From an optimization exercise on the open Yosys and OpenROAD flow, aimed at small area; shortcuts taken in it are not production practice. In this exercise RTL edits were held to simulation tests only and were not proved equivalent to the original. Power is estimated from default activity; no workload was simulated.

File: config.mk
export PLATFORM = sky130hd
export DESIGN_NAME = trafficGenerator
export DESIGN_NICKNAME = trafficGenerator
export VERILOG_FILES = /design/flow/design.v
export SDC_FILE = /design/flow/constraint.sdc
export NUM_CORES = 4
export LEC_CHECK = 0
export ABC_AREA = 1
export CAP_MARGIN = 20
export CORE_MARGIN = 2
export CORE_UTILIZATION = 40
export SLEW_MARGIN = 20
File: constraint.sdc
create_clock -name core_clock -period 5.0 [get_ports {update}]
set_input_delay 1.0000 -clock core_clock [delete_from_list [all_inputs] [get_ports {update}]]
set_output_delay 1.0000 -clock core_clock [all_outputs]
set_load 0.01 [all_outputs]
File: design.v
module trafficGenerator
(
	input logic update,
	input logic rst,
	input logic moveTick,
	input logic [9:0] xCount,
	input logic [9:0] yCount,
	output logic [115-1:0] traffic
);
	localparam [3:0] NONE = 4'd7;
	logic [9:0] ph1;
	logic [8:0] ph2;
	logic oddCar;
	logic spd2, left;
	assign spd2 = (yCount >= 10'd96 && yCount < 10'd160) || (yCount >= 10'd192 && yCount < 10'd224)
		|| (yCount >= 10'd296 && yCount < 10'd320) || (yCount >= 10'd344 && yCount < 10'd416);
	assign left = (yCount >= 10'd120 && yCount < 10'd224) || yCount >= 10'd320;
	logic [3:0] laneCode;
	always_comb
	begin
		laneCode = NONE;
		if (yCount > 10'd74 && yCount < 10'd91) laneCode = 4'd0;
		if (yCount > 10'd99 && yCount < 10'd116) laneCode = 4'd8;
		if (yCount > 10'd124 && yCount < 10'd141) laneCode = 4'd9;
		if (yCount > 10'd174 && yCount < 10'd191) laneCode = 4'd1;
		if (yCount > 10'd199 && yCount < 10'd216) laneCode = 4'd10;
		if (yCount > 10'd224 && yCount < 10'd241) laneCode = 4'd2;
		if (yCount > 10'd274 && yCount < 10'd291) laneCode = 4'd3;
		if (yCount > 10'd299 && yCount < 10'd316) laneCode = oddCar ? 4'd15 : 4'd14;
		if (yCount > 10'd324 && yCount < 10'd341) laneCode = 4'd4;
		if (yCount > 10'd349 && yCount < 10'd366) laneCode = 4'd11;
		if (yCount > 10'd399 && yCount < 10'd416) laneCode = 4'd12;
		if (yCount > 10'd424 && yCount < 10'd441) laneCode = 4'd5;
	end
	function automatic logic [10:0] fastAdd(input logic [10:0] a, input logic [10:0] b, input logic cin);
		logic [10:0] g, p, gg, pp, gn, pn;
		g = a & b;
		p = a ^ b;
		gg = g;
		pp = p;
		gg[0] = g[0] | (p[0] & cin);
		for (int d = 1; d < 11; d = d * 2)
		begin
			gn = gg;
			pn = pp;
			for (int i = d; i < 11; i++)
			begin
				gn[i] = gg[i] | (pp[i] & gg[i - d]);
				pn[i] = pp[i] & pp[i - d];
			end
			gg = gn;
			pp = pn;
		end
		fastAdd = p ^ {gg[9:0], cin};
	endfunction
	logic [9:0] lo;
	logic [10:0] loRight, loLeft, opA, opB, diff;
	logic [9:0] phX;
	logic [3:0] k;
	logic xValid;
	always_comb
	begin
		xValid = (xCount != 10'd0) && (xCount < (spd2 ? 10'd658 : 10'd657));
		lo = (xCount[9:4] != 6'd0) ? {6'(xCount[9:4] - 6'd1), xCount[3:0]} : 10'd0;
		if (xCount[9:4] == 6'd0)
			k = 4'(xCount[3:0] - 4'd1);
		else if (xCount > (spd2 ? 10'd642 : 10'd641))
			k = 4'((spd2 ? 10'd657 : 10'd656) - xCount);
		else
			k = 4'd15;
		loRight = {1'b0, lo};
		loLeft = fastAdd({1'b0, lo}, 11'h7ff - 11'd640, 1'b0);
		phX = spd2 ? {ph2, 1'b0} : ph1;
		opA = left ? loLeft : loRight;
		opB = left ? {1'b0, phX} : ~{1'b0, phX};
		diff = fastAdd(opA, opB, !left);
	end
	logic [3:0] lane;
	logic [10:0] qRaw;
	logic [3:0] kReg;
	always_ff @(posedge update)
	begin
		if (rst)
		begin
			ph1 <= 10'd0;
			ph2 <= 9'd11;
			oddCar <= 1'b1;
			lane <= NONE;
		end
		else
		begin
			if (moveTick)
			begin
				ph1 <= (ph1[9] && ph1[7]) ? 10'd0 : ph1 + 10'd1;
				ph2 <= (ph2[8] && ph2[6]) ? 9'd0 : ph2 + 9'd1;
				if (ph2 == 9'd174)
					oddCar <= 1'b0;
			end
			lane <= xValid ? laneCode : NONE;
		end
		qRaw <= diff;
		kReg <= k;
	end
	logic [9:0] q;
	logic [4:0] qk;
	logic [10:0] qFull;
	assign qFull = fastAdd(qRaw, qRaw[10] ? (lane[3] ? 11'd642 : 11'd641) : 11'd0, 1'b0);
	assign q = qFull[9:0];
	assign qk = {1'b0, q[3:0]} + {1'b0, kReg};
	function automatic logic inWindow(input logic [5:0] a, input logic [3:0] b,
		input logic [9:0] q, input logic [4:0] qk);
		inWindow = ((q[9:4] == a) && (q[3:0] <= b) && (qk[4] || (qk[3:0] >= b)))
			|| ((q[9:4] == a - 6'd1) && qk[4] && (qk[3:0] >= b));
	endfunction
	assign traffic[0] = (lane == 4'd0) && inWindow(6'd1, 4'd4, q, qk);
	assign traffic[1] = (lane == 4'd0) && inWindow(6'd5, 4'd10, q, qk);
	assign traffic[2] = (lane == 4'd0) && inWindow(6'd10, 4'd0, q, qk);
	assign traffic[3] = (lane == 4'd0) && inWindow(6'd14, 4'd6, q, qk);
	assign traffic[4] = (lane == 4'd0) && inWindow(6'd18, 4'd12, q, qk);
	assign traffic[5] = (lane == 4'd0) && inWindow(6'd23, 4'd2, q, qk);
	assign traffic[6] = (lane == 4'd0) && inWindow(6'd27, 4'd8, q, qk);
	assign traffic[7] = (lane == 4'd0) && inWindow(6'd31, 4'd14, q, qk);
	assign traffic[8] = (lane == 4'd0) && inWindow(6'd36, 4'd4, q, qk);
	assign traffic[9] = (lane == 4'd0) && inWindow(6'd38, 4'd2, q, qk);
	assign traffic[10] = (lane == 4'd8) && inWindow(6'd40, 4'd0, q, qk);
	assign traffic[12] = (lane == 4'd8) && inWindow(6'd8, 4'd10, q, qk);
	assign traffic[14] = (lane == 4'd8) && inWindow(6'd17, 4'd6, q, qk);
	assign traffic[16] = (lane == 4'd8) && inWindow(6'd26, 4'd2, q, qk);
	assign traffic[18] = (lane == 4'd8) && inWindow(6'd34, 4'd14, q, qk);
	assign traffic[21] = (lane == 4'd9) && inWindow(6'd3, 4'd5, q, qk);
	assign traffic[22] = (lane == 4'd9) && inWindow(6'd7, 4'd11, q, qk);
	assign traffic[24] = (lane == 4'd9) && inWindow(6'd16, 4'd7, q, qk);
	assign traffic[25] = (lane == 4'd9) && inWindow(6'd20, 4'd13, q, qk);
	assign traffic[27] = (lane == 4'd9) && inWindow(6'd29, 4'd9, q, qk);
	assign traffic[28] = (lane == 4'd9) && inWindow(6'd33, 4'd15, q, qk);
	assign traffic[37] = (lane == 4'd1) && inWindow(6'd5, 4'd10, q, qk);
	assign traffic[38] = (lane == 4'd1) && inWindow(6'd10, 4'd0, q, qk);
	assign traffic[40] = (lane == 4'd1) && inWindow(6'd18, 4'd12, q, qk);
	assign traffic[41] = (lane == 4'd1) && inWindow(6'd23, 4'd2, q, qk);
	assign traffic[43] = (lane == 4'd1) && inWindow(6'd31, 4'd14, q, qk);
	assign traffic[44] = (lane == 4'd1) && inWindow(6'd36, 4'd4, q, qk);
	assign traffic[45] = (lane == 4'd10) && inWindow(6'd2, 4'd11, q, qk);
	assign traffic[47] = (lane == 4'd10) && inWindow(6'd11, 4'd7, q, qk);
	assign traffic[48] = (lane == 4'd10) && inWindow(6'd15, 4'd13, q, qk);
	assign traffic[50] = (lane == 4'd10) && inWindow(6'd24, 4'd9, q, qk);
	assign traffic[51] = (lane == 4'd10) && inWindow(6'd28, 4'd15, q, qk);
	assign traffic[53] = (lane == 4'd10) && inWindow(6'd37, 4'd11, q, qk);
	assign traffic[54] = (lane == 4'd10) && inWindow(6'd39, 4'd9, q, qk);
	assign traffic[55] = (lane == 4'd10) && inWindow(6'd30, 4'd13, q, qk);
	assign traffic[57] = (lane == 4'd10) && inWindow(6'd9, 4'd9, q, qk);
	assign traffic[58] = (lane == 4'd2) && inWindow(6'd1, 4'd4, q, qk);
	assign traffic[59] = (lane == 4'd2) && inWindow(6'd7, 4'd3, q, qk);
	assign traffic[60] = (lane == 4'd2) && inWindow(6'd12, 4'd8, q, qk);
	assign traffic[61] = (lane == 4'd2) && inWindow(6'd19, 4'd6, q, qk);
	assign traffic[62] = (lane == 4'd2) && inWindow(6'd25, 4'd15, q, qk);
	assign traffic[63] = (lane == 4'd2) && inWindow(6'd35, 4'd10, q, qk);
	assign traffic[64] = (lane == 4'd2) && inWindow(6'd30, 4'd15, q, qk);
	assign traffic[66] = (lane == 4'd3) && inWindow(6'd1, 4'd14, q, qk);
	assign traffic[67] = (lane == 4'd3) && inWindow(6'd9, 4'd6, q, qk);
	assign traffic[68] = (lane == 4'd3) && inWindow(6'd15, 4'd15, q, qk);
	assign traffic[69] = (lane == 4'd3) && inWindow(6'd22, 4'd13, q, qk);
	assign traffic[70] = (lane == 4'd3) && inWindow(6'd29, 4'd1, q, qk);
	assign traffic[71] = (lane == 4'd3) && inWindow(6'd35, 4'd10, q, qk);
	assign traffic[72] = (lane[3:1] == 3'd7) && inWindow(6'd39, 4'd6, q, qk);
	assign traffic[74] = (lane[3:1] == 3'd7) && inWindow(6'd6, 4'd12, q, qk);
	assign traffic[75] = (lane[3:1] == 3'd7) && inWindow(6'd10, 4'd8, q, qk);
	assign traffic[76] = (lane[3:1] == 3'd7) && inWindow(6'd14, 4'd4, q, qk);
	assign traffic[77] = ((lane == 4'd14) && inWindow(6'd18, 4'd4, q, qk))
		|| ((lane == 4'd15) && inWindow(6'd18, 4'd5, q, qk));
	assign traffic[79] = (lane[3:1] == 3'd7) && inWindow(6'd26, 4'd2, q, qk);
	assign traffic[80] = (lane[3:1] == 3'd7) && inWindow(6'd30, 4'd8, q, qk);
	assign traffic[82] = (lane == 4'd4) && inWindow(6'd1, 4'd14, q, qk);
	assign traffic[83] = (lane == 4'd4) && inWindow(6'd6, 4'd4, q, qk);
	assign traffic[84] = (lane == 4'd4) && inWindow(6'd10, 4'd10, q, qk);
	assign traffic[85] = (lane == 4'd4) && inWindow(6'd15, 4'd0, q, qk);
	assign traffic[86] = (lane == 4'd4) && inWindow(6'd19, 4'd6, q, qk);
	assign traffic[87] = (lane == 4'd4) && inWindow(6'd24, 4'd1, q, qk);
	assign traffic[88] = (lane == 4'd4) && inWindow(6'd28, 4'd2, q, qk);
	assign traffic[89] = (lane == 4'd4) && inWindow(6'd32, 4'd8, q, qk);
	assign traffic[90] = (lane == 4'd4) && inWindow(6'd36, 4'd4, q, qk);
	assign traffic[91] = (lane == 4'd11) && inWindow(6'd2, 4'd11, q, qk);
	assign traffic[92] = (lane == 4'd11) && inWindow(6'd8, 4'd5, q, qk);
	assign traffic[93] = (lane == 4'd11) && inWindow(6'd14, 4'd9, q, qk);
	assign traffic[94] = (lane == 4'd11) && inWindow(6'd22, 4'd1, q, qk);
	assign traffic[95] = (lane == 4'd11) && inWindow(6'd29, 4'd9, q, qk);
	assign traffic[96] = (lane == 4'd11) && inWindow(6'd37, 4'd1, q, qk);
	assign traffic[103] = (lane == 4'd12) && inWindow(6'd2, 4'd15, q, qk);
	assign traffic[104] = (lane == 4'd12) && inWindow(6'd10, 4'd13, q, qk);
	assign traffic[105] = (lane == 4'd12) && inWindow(6'd19, 4'd9, q, qk);
	assign traffic[106] = (lane == 4'd12) && inWindow(6'd28, 4'd15, q, qk);
	assign traffic[107] = (lane == 4'd12) && inWindow(6'd37, 4'd1, q, qk);
	assign traffic[108] = (lane == 4'd5) && inWindow(6'd1, 4'd4, q, qk);
	assign traffic[110] = (lane == 4'd5) && inWindow(6'd12, 4'd8, q, qk);
	assign traffic[111] = (lane == 4'd5) && inWindow(6'd19, 4'd6, q, qk);
	assign traffic[112] = (lane == 4'd5) && inWindow(6'd25, 4'd15, q, qk);
	assign traffic[114] = (lane == 4'd5) && inWindow(6'd30, 4'd15, q, qk);
	assign traffic[11] = 1'b0;
	assign traffic[13] = 1'b0;
	assign traffic[15] = 1'b0;
	assign traffic[17] = 1'b0;
	assign traffic[19] = 1'b0;
	assign traffic[20] = 1'b0;
	assign traffic[23] = 1'b0;
	assign traffic[26] = 1'b0;
	assign traffic[29] = 1'b0;
	assign traffic[30] = 1'b0;
	assign traffic[31] = 1'b0;
	assign traffic[32] = 1'b0;
	assign traffic[33] = 1'b0;
	assign traffic[34] = 1'b0;
	assign traffic[35] = 1'b0;
	assign traffic[36] = 1'b0;
	assign traffic[39] = 1'b0;
	assign traffic[42] = 1'b0;
	assign traffic[46] = 1'b0;
	assign traffic[49] = 1'b0;
	assign traffic[52] = 1'b0;
	assign traffic[56] = 1'b0;
	assign traffic[65] = 1'b0;
	assign traffic[73] = 1'b0;
	assign traffic[78] = 1'b0;
	assign traffic[81] = 1'b0;
	assign traffic[97] = 1'b0;
	assign traffic[98] = 1'b0;
	assign traffic[99] = 1'b0;
	assign traffic[100] = 1'b0;
	assign traffic[101] = 1'b0;
	assign traffic[102] = 1'b0;
	assign traffic[109] = 1'b0;
	assign traffic[113] = 1'b0;
endmodule
File: run.sh
#!/bin/bash
# synth_recipe.tcl (not shown) runs the flow's synth.tcl, then flattens the netlist and writes it again
# the make line also repeats each setting of config.mk as NAME=value (left out here)
make -C /OpenROAD-flow-scripts/flow DESIGN_CONFIG=/design/flow/config.mk WORK_HOME=/design/flow/orfs CLKGATE_MAP_FILE= SYNTH_SCRIPT=/design/flow/synth_recipe.tcl finish
==> out/metrics.yaml, run 1 <==
status: "no timing/DRC/antenna violations"
finalPower_mw: 3.53
slowest_stage: "clkdlybuf4s50_1"
initialDrtViolationCount: 658
first_pass_iters: 6
timing.rr.end: "qRaw[8]"
startpoint_type: "flip-flop"
pin_count: 138
power.density_nw_per_um2: 483
hpwlAfterDp_mm: 18.0
grt_overflow: 0
crit_type: "flip-flop to primary output"
finalSetupTns_ns: 0
synth_edf_count: 0
drc_errors: 0
yosysTopAreaCell: "nand2_1"
die_h_um: 124
p_leak_nw: 3.71
final_antenna_net_count: 0
min_path_cells: 1
cts_made_buffers: 5
antenna_found_initial: 0
yosysUniqueCellTypes: 49
diodes: 0
start_util_pct: 41.3
fillCellCount: 1502
wirelength_mm: 21.7
ys_seq_elements: 39
yosys_warnings: 1
synth_top_cell_area_share_pct: 17.3
crit_chain: "inv_1 > nor2_1 > ha_1 > fa_1 > inv_1 > fa_1 > or2_1 > nand2_1 > inv_1 > o21ai_2 > nor2_1 > nor2_2 > nand2_1 > a21oi_1 > clkdlybuf4s50_1"
hold_start: "ph1[8]"
r2r-start: "ph2[2]"
viasPerCell: 5.27
final_common_cell: "nand2_1"
clk_path_buf_depth: 2
ys_seq_area_share_pct: 13.5
vias: 7103
fin_skew_ns: 0.0114
areaGrowthSynthToFinish_pct: 26.3
portBuffers: 103
crit_path_max_incr_delay_ns: 0.56
rows: 43
ctsHoldBuffers: 0
wl_per_cell_um: 16.1
endpoint_kind: "primary output"
die_area_um2: 15500
final-hold-violation-count: 0
worstSkewPairLatency_ns: 0.28
setup_violations: 0
cts.sinks: 39
peakVddDrop_uv: 286
rsz0062_at_grt: "true"
cts_tree: "built"
netlist_area_um2: 5800
clk_pin_slew_worst_paths_ns: 0.06
fmax_mhz: 207
drive_above_1_share_pct: 7.28
arrival_ns: 3.83
fin_crit_sh_pct: 96.6
tightest_slew_ns: 0.743
layout_common_cells: "nand2_1, inv_1, nor2_1"
postSynthCellCount: 1049
cap_viol_max_count: 0
htreeDepth: 2
worstRegToRegCells: 11
core_um2: 14000
relSlewSlack_pct: 50.3
die_x_um: 124
crit_fanout: 6
r2r_slack_ns: 2.69
first_global_vias: 6415
hp-class: "flip-flop to flip-flop"
drv_slew: 0
grt_max_degree: 21
clock-root-buffer: "clkbuf_16"
nets: 1218
cpMostUsedCell: "inv_1"
grt_pass1_wl_mm: 34.1
track_usage_pct: 26.8
min_to: "ph1[8]"
routabilityCongestion: 1.01
worstPathRequired_ns: 4.00
avgSynthCellArea_um2: 5.52
ys.flop_type: "dfxtp_1"
synth_area_leaders: "nand2_1, dfxtp_1, inv_1"
async_flop_share_pct: 0
period_needed_ns: 4.83
-- where the power goes --
group	internal [mW]	total (mW)	switching [mW]	leakage, nW
sequential	0.367	0.417	0.0498	0.321
clock	0.184	0.302	0.118	0.0669
combinational	0.843	2.82	1.97	3.32
-- critical path, delay by kind of cell, from the launching register on --
| kind | cells | cell delay (ns) |
|---|---|---|
| flip-flops | 1 | 0.34 |
| AND/OR/NAND/NOR | 6 | 0.79 |
| buffers and inverters | 4 | 0.80 |
| adder cells (fa/ha/maj) | 3 | 1.19 |
| AO/OA/AOI/OAI | 2 | 0.44 |
-- flip-flops by register name (all words and copies together), names as in the netlist --
register / count
kReg: 4
lane: 4
oddCar: 1
ph2: 9
ph1: 10
qRaw: 11
-- cells in the mapped netlist (all sizes together), types with 2 or more instances --
| cell | instances |
|---|---|
| a211oi | 3 |
| a21o | 4 |
| a21oi | 107 |
| a22oi | 3 |
| a31oi | 6 |
| buf | 47 |
| clkbuf | 3 |
| clkinv | 3 |
| dfxtp | 39 |
| fa | 3 |
| ha | 26 |
| inv | 148 |
| nand2 | 272 |
| nand3 | 102 |
| nand3b | 2 |
| nand4 | 16 |
| nor2 | 143 |
| nor3 | 19 |
| nor3b | 2 |
| o2111ai | 2 |
| o211ai | 5 |
| o21a | 3 |
| o21ai | 51 |
| or2 | 2 |
| xnor2 | 5 |
| xor2 | 25 |
-- through the flow --
step	hold slack (ns)	area [µm²]	utilization (%)	setup WS, ns	cells
finish	0.479	7320	52.1	0.169	1347
CTS	0.481	7140	50.9	0.00939	1344
detailed placement	0.471	6990	49.8	0.194	1336
floorplan	0.439	5920	-	0.949	1082
global placement	0.473	6990	49.8	0.230	1336
global route	0.506	7320	52.1	-0.103	1347
-- cells by family after synthesis --
family | synth area share [%]
AND/OR/NAND/NOR | 41.3
buffers and inverters | 15.8
AO/OA/AOI/OAI | 18.0
flip-flops | 13.5
XOR/XNOR | 4.53
adder cells (fa/ha/maj) | 6.65
other | 0.0647
multiplexers | 0.173
-- layer usage --
layer,routed length [µm],vias to the layer above,share of wire [%],global-route usage (%)
met5,0,-,0,0
met4,986,0,4.6,10.6
met3,1300,64,6.0,2.66
met2,10300,329,48,46.9
met1,9070,3144,42,33.8
li1,-,3566,-,-
-- cell type report --
class	instances	area, µm²	share of cell area, %
clock inverters	2	12.5	0.171
multi-input cells	842	4310	58.8
well taps	180	225	3.08
clock buffers	6	129	1.76
repair buffers	127	1300	17.7
flip-flops and latches	39	782	10.7
inverters	151	568	7.76
-- what timing repair did --
action,CTS,global route
setup buffers,0,3
gates resized for setup,5,52
endpoints found under the setup margin,33,73
pin swaps,0,3
cloned,0,0
-- worst max path at each step --
stage	startpoint	to	cells after the start
4_1_cts	qRaw[10]	traffic[51]	17
6_report	qRaw[10]	traffic[111]	15
5_1_grt	qRaw[10]	traffic[86]	15
2_1_floorplan	lane[3]	traffic[106]	17
3_5_place_dp	qRaw[10]	traffic[9]	18
3_3_place_gp	qRaw[10]	traffic[9]	18
==> run 2, diff against run 1 <==
--- a/config.mk
+++ b/config.mk
@@ -5,7 +5,6 @@
 export SDC_FILE = /design/flow/constraint.sdc
 export NUM_CORES = 4
 export LEC_CHECK = 0
-export ABC_AREA = 1
 export CAP_MARGIN = 20
 export CORE_MARGIN = 2
 export CORE_UTILIZATION = 40
==> out/metrics.yaml, run 2 <==
worstSkewPairLatency_ns: 0.28  # about the same
dp_cells: 1124  # was 1,336
fin_skew_ns: 0.00753  # was 0.0114 ns
ys_seq_elements: 39  # unchanged
diodes: 0  # unchanged
startpoint_type: "flip-flop"  # unchanged
wl_per_cell_um: 19.0  # was 16.1 µm
largest_registers: "qRaw (11), ph1 (10), ph2 (9)"  # unchanged
clk_path_buf_depth: 2  # unchanged
setup_violations: 0  # unchanged
synth_most_common_cell: "nor2_1"  # was nand2_1
htreeDepth: 2  # unchanged
power_frac_clock_pct: 8.2  # was 8.5%
ys_top_cells_by_count: "nor2_1, nand2_1, a21oi_1"  # was nand2_1, inv_1, nor2_1
yosysUniqueCellTypes: 88  # was 49
peakVddDrop_uv: 403  # was 286 µV
crit_path_max_incr_delay_ns: 0.56  # about the same
portBuffers: 103  # unchanged
fillCellCount: 1329  # was 1,502
cts_tree: "built"  # unchanged
yosysTopAreaCell: "dfxtp_1"  # was nand2_1
grt_overflow: 0  # unchanged
grt_pass1_wl_mm: 33.0  # was 34.1 mm
slowest_stage: "clkdlybuf4s50_1"  # unchanged
yosys_warnings: 1  # unchanged
crit_type: "flip-flop to primary output"  # unchanged
first_pass_iters: 6  # unchanged
relSlewSlack_pct: 38.2  # was 50.3%
crit_fanout: 5  # was 6
final_area_um2: 7690  # was 7320 µm²
cts_made_buffers: 5  # unchanged
first_global_vias: 6275  # was 6,415
async_flop_share_pct: 0  # unchanged
grt_max_degree: 19  # was 21
drive_above_1_share_pct: 17.0  # was 7.28%
drv_slew: 0  # unchanged
crit_chain: "nor2b_1 > ha_2 > fa_2 > inv_2 > fa_2 > nor2b_2 > and2_2 > nor2_2 > nor2_1 > a21oi_2 > buf_4 > a22oi_1 > nor3_2 > clkdlybuf4s50_1"  # was inv_1 > nor2_1 > ha_1 > fa_1 > inv_1 > fa_1 > or2_1 > nand2_1 > inv_1 > o21ai_2 > nor2_1 > nor2_2 > nand2_1 > a21oi_1 > clkdlybuf4s50_1
ys_seq_area_share_pct: 13.6  # was 13.5%
power.density_nw_per_um2: 574  # was 483 nW/µm²
cpMostUsedCell: "fa_2"  # was inv_1
netSwitchingPower_mw: 2.41  # was 2.14 mW
pwr-share-seq_pct: 9.8  # was 11.8%
viasPerCell: 5.94  # was 5.27
status: "no timing/DRC/antenna violations"  # unchanged
avgSynthCellArea_um2: 6.92  # was 5.52 µm²
p_leak_nw: 3.53  # was 3.71 nW
clk_pin_slew_worst_paths_ns: 0.06  # about the same
synth_area_leaders: "dfxtp_1, nor2_1, ha_1"  # was nand2_1, dfxtp_1, inv_1
hpwlAfterDp_mm: 17.3  # was 18.0 mm
clock-root-buffer: "clkbuf_16"  # unchanged
cp_top_family: "adder cells"  # unchanged
track_usage_pct: 27.4  # was 26.8%
arrival_ns: 3.89  # was 3.83 ns
postPlaceCellArea_um2: 7080  # was 6990 µm²
drc_errors: 0  # unchanged
die_area_um2: 15300  # was 15,500 µm²
hp-class: "flip-flop to flip-flop"  # unchanged
p_int_mw: 2.00  # was 1.39 mW
pin_count: 138  # unchanged
pwr-share-comb_pct: 82.0  # was 79.7%
antenna_found_initial: 0  # unchanged
die_h_um: 124  # about the same
ctsHoldBuffers: 0  # unchanged
largest_register: "qRaw"  # unchanged
core_um2: 13900  # was 14,000 µm²
synth_edf_count: 0  # unchanged
vias: 6805  # was 7,103
synth_top_cell_area_share_pct: 13.6  # was 17.3%
postSynthCellCount: 828  # was 1,049
areaGrowthSynthToFinish_pct: 34.2  # was 26.3%
final-hold-violation-count: 0  # unchanged
swShare_pct: 54.6  # was 60.6%
fin_crit_sh_pct: 97.8  # was 96.6%
critPathBufInv: 3  # was 4
rows: 43  # unchanged
instances_no_fill: 1146  # was 1,347
final_common_cell: "nor2_1"  # was nand2_1
nets: 1017  # was 1,218
fmax_mhz: 204  # was 207 MHz
routabilityCongestion: 1.09  # was 1.01
cap_viol_max_count: 0  # unchanged
netlist_area_um2: 5730  # was 5800 µm²
ys.flop_type: "dfxtp_1"  # unchanged
initialDrtViolationCount: 644  # was 658
cts.sinks: 39  # unchanged
final_antenna_net_count: 0  # unchanged
period_needed_ns: 4.89  # was 4.83 ns
largest_register_ffs: 11  # unchanged
wirelength_mm: 21.8  # was 21.7 mm
worstPathRequired_ns: 4.00  # about the same
start_util_pct: 41.1  # was 41.3%
tightest_slew_ns: 0.904  # was 0.743 ns
finalPower_mw: 4.41  # was 3.53 mW
die_x_um: 124  # about the same
endpoint_kind: "primary output"  # unchanged
layout_common_cells: "nor2_1, nand2_1, buf_4"  # was nand2_1, inv_1, nor2_1
==> run 2: worst reg2reg max path: cells and delay by family (launching register included) <==
kind,cells,cell delay [ns]
xor gates and xnor gates,2,0.27
DFF,1,0.48
adders and majority gates,1,0.43
and+or+nand+nor,1,0.22
AOI/OAI and AO/OA,8,1.38
==> run 2: area by class of cell <==
type	instances	area (µm²)	share of cell area (%)
Clock buffer	5	125	1.63
Clock inverter	3	43.8	0.569
Inverter	22	82.6	1.07
Multi-Input combinational cell	725	4790	62.2
Sequential cell	39	781	10.1
Tap cell	180	225	2.93
Timing Repair Buffer	172	1650	21.4
==> run 2: final timing paths <==
path / cells after the start / slack, ns / endpoint / from
setup / recovery: 14 / 0.11 / traffic[50] / qRaw[10]
hold / removal: 2 / 0.52 / ph1[9] / ph1[9]
setup reg to reg: 12 / 2.13 / qRaw[10] / ph1[0]
hold reg to reg: 2 / 0.52 / ph1[9] / ph1[9]
==> run 2: power by group through the flow <==
stage,logic (mW),clock network [mW],registers [mW]
finish,3.62,0.360,0.433
global placement,2.83,0,0.434
CTS,3.03,0.366,0.431
global route,3.84,0.380,0.442
floorplan,1.83,0,0.398
detailed placement,2.81,0,0.438
==> run 2: what timing repair did <==
action / CTS / global route
buffers inserted: 4 / 10
pin swaps: 0 / 7
setup endpoints to repair: 51 / 77
resized for setup: 25 / 81
==> run 2: stage by stage <==
stage / TNS [ns] / worst slack [ns] / hold slack, ns / utilization (%)
2_1_floorplan: 0 / 0.400 / 0.427 / -
3_3_place_gp: 0 / 0.0198 / 0.497 / 50.8
3_5_place_dp: 0 / 0.0178 / 0.507 / 50.8
4_1_cts: -0.527 / -0.0754 / 0.520 / 52.7
5_1_grt: -0.195 / -0.0371 / 0.533 / 55.2
6_report: 0 / 0.109 / 0.518 / 55.2
==> run 2: logic make-up after synthesis <==
logic type	after synthesis	share of synthesized area [%]
adder cells (fa/ha/maj)	29	6.72
XOR/XNOR	56	8.95
flip-flops	39	13.6
AO/OA/AOI/OAI	223	26.5
AND/OR/NAND/NOR	367	32.1
other	1	0.0654
buffers and inverters	97	9.23
multiplexers	16	2.79
==> run 2: routing by layer <==
| layer | GRT usage (%) | share of wire, % | vias up |
|---|---|---|---|
| met1 | 34.1 | 41 | 3172 |
| li1 | - | - | 3212 |
| met5 | 0 | 0 | - |
| met2 | 47.0 | 48 | 344 |
| met3 | 2.75 | 7.1 | 77 |
| met4 | 13.4 | 4.6 | 0 |

port drivers added, routing unchanged:
In the flow no input, the clock included, has a driving cell. The finished layouts below were timed again as built, in two steps. Step 1 assumes that a clkbuf_16 drives the clock port and a buf_2 every other input. Step 2 adds t to the input delays and takes it off the output delays; t is the mean of the earliest and latest rising clock arrival at the registers after step 1. Input paths then give back, and output paths get back, about the clock's delay inside the block. a / b / c = ideal / step 1 / step 2; a / b = the first two.
| run | t (ns) | setup WS [ns] | worst setup path after step 2 | worst register clock-pin slew, ns |
|---|---|---|---|---|
| run 1 | 0.307 | 0.169 / 0.136 / 0.443 | register to output | 0.06 / 0.06 |
| run 2 | 0.316 | 0.109 / 0.073 / 0.281 | input to register | 0.06 / 0.06 |
After both steps every run listed still meets setup and hold.
